What follows belongs to an exercise in optimizing a design on an open flow for small area, a short achievable clock period and few clock cycles; a production flow would make more cautious choices. Only simulation tests tie the RTL to the original design; equivalence was not proved.

## acc_top
module acc_top (
  input  logic        clk,
  input  logic        arst_n,
  input  logic        reg_wr_en,
  input  logic [2:0]  reg_wr_addr,
  input  logic [31:0] reg_wr_data,
  input  logic [2:0]  reg_rd_addr,
  output logic [31:0] reg_rd_data,
  output logic        mem_req,
  output logic [15:0] mem_addr,
  input  logic        mem_gnt,
  input  logic        mem_rvalid,
  input  logic [31:0] mem_rdata,
  output logic        out_valid,
  output logic [31:0] out_data,
  output logic        out_last,
  input  logic        out_credit
);
Size in the first run: roughly 2,400 cells after synthesis, roughly 450 flip-flops, ~160 I/O pins.
==> flow/config.mk <==
export PLATFORM = sky130hd
export DESIGN_NAME = acc_top
export DESIGN_NICKNAME = acc_top
export VERILOG_FILES = /design/flow/design.v
export SDC_FILE = /design/flow/constraint.sdc
export NUM_CORES = 4
export LEC_CHECK = 0
export ABC_CLOCK_PERIOD_IN_PS = 3000
export CAP_MARGIN = 20
export CORE_MARGIN = 2
export CORE_UTILIZATION = 62
export CTS_CLUSTER_DIAMETER = 120
export CTS_CLUSTER_SIZE = 22
export SETUP_SLACK_MARGIN = 3.3
export SLEW_MARGIN = 20
export TNS_END_PERCENT = 0
==> flow/constraint.sdc <==
create_clock -name core_clock -period 6.0 [get_ports {clk}]
set_input_delay 1.2000 -clock core_clock [delete_from_list [all_inputs] [get_ports {clk}]]
set_output_delay 1.2000 -clock core_clock [all_outputs]
set_load 0.01 [all_outputs]
standard.sh (not shown) runs the stock make flow with config.mk's settings and CLKGATE_MAP_FILE= SYNTH_SCRIPT=/design/flow/synth_recipe.tcl, a recipe that flattens the netlist after the stock synthesis.
==> flow/flow/run.sh <==
#!/bin/bash
# The standard layout, with the port buffers made from the smallest buffer
# cell instead of the default pick; repair still resizes them where needed.
set -o pipefail
export BUFFER_PORTS_ARGS="-buffer_cell sky130_fd_sc_hd__buf_1"
bash standard.sh 2>&1 | tee standard.log
The starting point finished clean.
Testbench counts at the start, summed over its fixed seeds: cycles 8,860.
==> next run, changes <==
--- a/flow/config.mk
+++ b/flow/config.mk
@@ -11 +11 @@
-export CORE_UTILIZATION = 62
+export CORE_UTILIZATION = 65
@@ -14 +14 @@
-export SETUP_SLACK_MARGIN = 3.3
+export SETUP_SLACK_MARGIN = 3.0
=> The changed run produced a clean layout. Final cell count barely changes. Area after synthesis stays the same. Global-route usage increases by 1.6 points. Register-to-register slack stays flat. Fmax barely changes. Utilization increases by 3.9 points. Die area decreases by a few percent. Final area increases slightly. Hold slack hardly moves. Setup slack degrades by 0.0098 ns.

* * *

## v58
Another version of the RTL of acc_top (not shown whole).
For scale: about 2400 cells after synthesis, ~440 flip-flops.
clock: 6.0 ns
lec_check: 0
abc_clock_period_in_ps: 3000
cap_margin: 20
core_margin: 2
core_utilization: 60
setup_slack_margin: 2.8
slew_margin: 20
run.sh (not shown) runs the stock make flow with config.mk's settings and CLKGATE_MAP_FILE= SYNTH_SCRIPT=/design/flow/synth_recipe.tcl, a recipe that flattens the netlist after the stock synthesis.
Stock flow here: none of the scripts above is used.
v58: done, clean on timing, DRC and antenna
Testbench counts of v58, summed over its fixed seeds: cycles 9,964.
Edits applied to the flow inputs when going from v58 to v40:
- a change of CORE_UTILIZATION from 60 to 40
- an added CTS_BUF_LIST of sky130_fd_sc_hd__clkbuf_8
- an added CTS_CLUSTER_SIZE of 30
## What came out
- Area growth from synthesis to final layout: lower on v58
- Vias after detailed routing of v40 is on par with v58.
- Relative to v58, die outline area has gone up in v40.
- v40 ended up with a higher count of clock-net buffers in the final layout than v58 did.
- Sort v40 and v58 by wire length desc -> top: v40
- Cmp v40 vs v58: area fraction of clock buffers and clock inverters lower in v40
- Cmp v40 and v58 / setup clock skew after layout / lower: v58
- In the reports for v40 and v58, the smaller instance count on the critical path belongs to v58.
- Re well tap count: v40 is about 46% up on v58.
- v40 reports a higher count of buffering cells on the critical path with inverters included than v58 does.
- Against v58, v40 reports a placement-stage worst setup slack that is lower.
Inputs modified between v40 and v32:
- TNS_END_PERCENT newly set to 0
- CTS_CLUSTER_DIAMETER newly set to 120
- SETUP_SLACK_MARGIN changed from 2.8 to 3.0
- CTS_BUF_LIST removed (was sky130_fd_sc_hd__clkbuf_8)
- CORE_UTILIZATION changed from 40 to 72
- CTS_CLUSTER_SIZE changed from 30 to 22
==> flow/flow/run.sh (new file) <==
#!/bin/bash
# The standard layout, with the port buffers made from the smallest buffer
# cell instead of the default pick; repair still resizes them where needed.
set -o pipefail
export BUFFER_PORTS_ARGS="-buffer_cell sky130_fd_sc_hd__buf_1"
bash standard.sh 2>&1 | tee standard.log
==> flow/standard.sh (new file) <==
#!/bin/bash
# synth_recipe.tcl (not shown) runs the flow's synth.tcl, then flattens the netlist and writes it again
# the make line also repeats each setting of config.mk as NAME=value (left out here)
make -C /OpenROAD-flow-scripts/flow DESIGN_CONFIG=/design/flow/config.mk WORK_HOME=/design/flow/orfs CLKGATE_MAP_FILE= SYNTH_SCRIPT=/design/flow/synth_recipe.tcl "${@:-finish}"
removed: flow/run.sh
==> comparison <==
v40 | stages: all done | timing, DRC, antenna: all pass
v32: no failed stages, no open violations at the end
In the metrics for v40 and v32, the one carrying the higher clock-pin slew of the registers on the worst-case setup and hold paths is v32.
v32 against v40: number of logic stages on the critical path including buffering decreased by 2 relative to the old numbers; post-route clock period utilization increased by 0.92 points relative to the old numbers; critical path data arrival time increased by 60 ps relative to the old numbers; number of instances resized during post-cts repair decreased by 189 relative to the old numbers.
Placed standard-cell area of v32 falls short of that of v40 by a few percent.
From v40 to v32 the numbers moved as follows: tightest hold margin moved down.
What v53 does differently from v32 at the input level:
- clearing CTS_CLUSTER_SIZE, which used to be 22
- swapping 3.0 for 2.5 in SETUP_SLACK_MARGIN
- swapping 72 for 65 in CORE_UTILIZATION
- clearing TNS_END_PERCENT, which used to be 0
- clearing CTS_CLUSTER_DIAMETER, which used to be 120
Notes after the runs:
Diff v32 -> v53 | total length of routed wires | increase of about 1%. Clock-buffer cell count in v53 vs v32: up 23. Looking at CTS buffer count, v53 sits above v32. Diff v32 -> v53: level count of the clock H-tree has increased, average wire per cell in the routed design has decreased. Compared v53 against v32; hold slack within noise. The lower sequential share of layout area came out of v53. In the metrics for v32 and v53, the one carrying the lower worst setup slack is v53. Diff v32 -> v53: clock slew at the register clock pins of the worst setup and hold paths lower; die footprint higher.
Input changes introduced in v35 (baseline for comparison: v53):
- CORE_UTILIZATION: 65 -> 40
- SETUP_SLACK_MARGIN: 2.5 -> 2.8
==> flow/run.sh (new file) <==
#!/bin/bash
# synth_recipe.tcl (not shown) runs the flow's synth.tcl, then flattens the netlist and writes it again
# the make line also repeats each setting of config.mk as NAME=value (left out here)
make -C /OpenROAD-flow-scripts/flow DESIGN_CONFIG=/design/flow/config.mk WORK_HOME=/design/flow/orfs CLKGATE_MAP_FILE= SYNTH_SCRIPT=/design/flow/synth_recipe.tcl finish
removed: flow/flow/run.sh
removed: flow/standard.sh
- Between v53 and v35, the detailed-route via count does not differ in any meaningful way.
- Compared to v53, v35 reaches a higher achievable clock.
- Total wirelength of the detailed-routed design of v35 exceeds that of v53 by a few percent.
- v53 -> v35: setup TNS delta 0, exact match
- Critical path depth, v35 and v53: higher on v35
- Compared v35 vs v53, and horizontal die dimension is up in v35.
- v35 vs v53 — longest individual stage delay on the worst path dropped 170 ps.
- Compared with v53, in v35 wire length on met2 shows an increase of 11%, post-layout minimum cycle time shows a reduction of 43 ps.
Changes in v41 relative to v35:
- setting CTS_CLUSTER_SIZE to 28 for the first time
- changing SETUP_SLACK_MARGIN from 2.8 to 2.6
- changing CORE_UTILIZATION from 40 to 65
- setting TNS_END_PERCENT to 0 for the first time
- setting CTS_CLUSTER_DIAMETER to 150 for the first time
==> flow/flow/run.sh (new file) <==
#!/bin/bash
# The standard layout, with the port buffers made from the smallest buffer
# cell instead of the default pick; repair still resizes them where needed.
set -o pipefail
export BUFFER_PORTS_ARGS="-buffer_cell sky130_fd_sc_hd__buf_1"
bash standard.sh 2>&1 | tee standard.log
==> flow/standard.sh (new file) <==
#!/bin/bash
# synth_recipe.tcl (not shown) runs the flow's synth.tcl, then flattens the netlist and writes it again
# the make line also repeats each setting of config.mk as NAME=value (left out here)
make -C /OpenROAD-flow-scripts/flow DESIGN_CONFIG=/design/flow/config.mk WORK_HOME=/design/flow/orfs CLKGATE_MAP_FILE= SYNTH_SCRIPT=/design/flow/synth_recipe.tcl "${@:-finish}"
removed: flow/run.sh
Notes after the runs:
Clock latency on the worst-skew pair in v41 is 80 ps below v35.
Final design utilization (lower): v35
v41 against v35: worst-case hold slack moved up; sequential share of layout area moved up.
v35 → v41: CTS buffer count went down by 32, buffering stage count on the worst path with inverters included went down by 1, total length of routed met3 wires went up by about 30%, detailed-route vias per instance went up by 12%.

-- static timing again, ports no longer ideal --
The results above use ideal ports. As a check the final layouts listed here were re-extracted and re-timed, cells and wires unchanged.
Step 1 assumes that a clkbuf_16 drives the clock port and a buf_2 every other input.
Step 2 times the ports against the registers' clock, not the clock port: input delays grow and output delays shrink by t, the midpoint of the rising clock arrivals with the driver on.
a / b / c = no drivers / after step 1 / after step 2; a / b = the first two.
| run | t, ns | setup WS [ns] | worst hold slack (ns) | worst setup path at the end |
|---|---|---|---|---|
| the first run of note 1 | 0.651 | 2.361 / 2.343 / 2.294 | 0.349 / 0.349 / 0.349 | input to register |
| the second run of note 1 | 0.618 | 2.351 / 2.351 / 2.281 | 0.351 / 0.351 / 0.351 | input to register |
| v58 | 0.653 | 2.445 / 2.390 / 2.390 | 0.345 / 0.345 / 0.345 | input to output |
| v40 | 0.726 | 2.458 / 2.396 / 2.396 | 0.344 / 0.344 / 0.344 | input to output |
| v32 | 0.629 | 2.403 / 2.316 / 2.301 | 0.335 / 0.335 / 0.335 | input to register |
| v53 | 0.663 | 2.364 / 2.322 / 2.322 | 0.336 / 0.336 / 0.336 | input to output |
| v35 | 0.673 | 2.407 / 2.345 / 2.345 | 0.333 / 0.333 / 0.333 | input to output |
| v41 | 0.605 | 2.372 / 2.319 / 2.319 | 0.348 / 0.348 / 0.348 | input to output |
After both steps every run listed still meets setup and hold. For v32, which loses most, drivers alone change the setup slack by -0.087 ns; drivers and shift together by -0.102 ns.
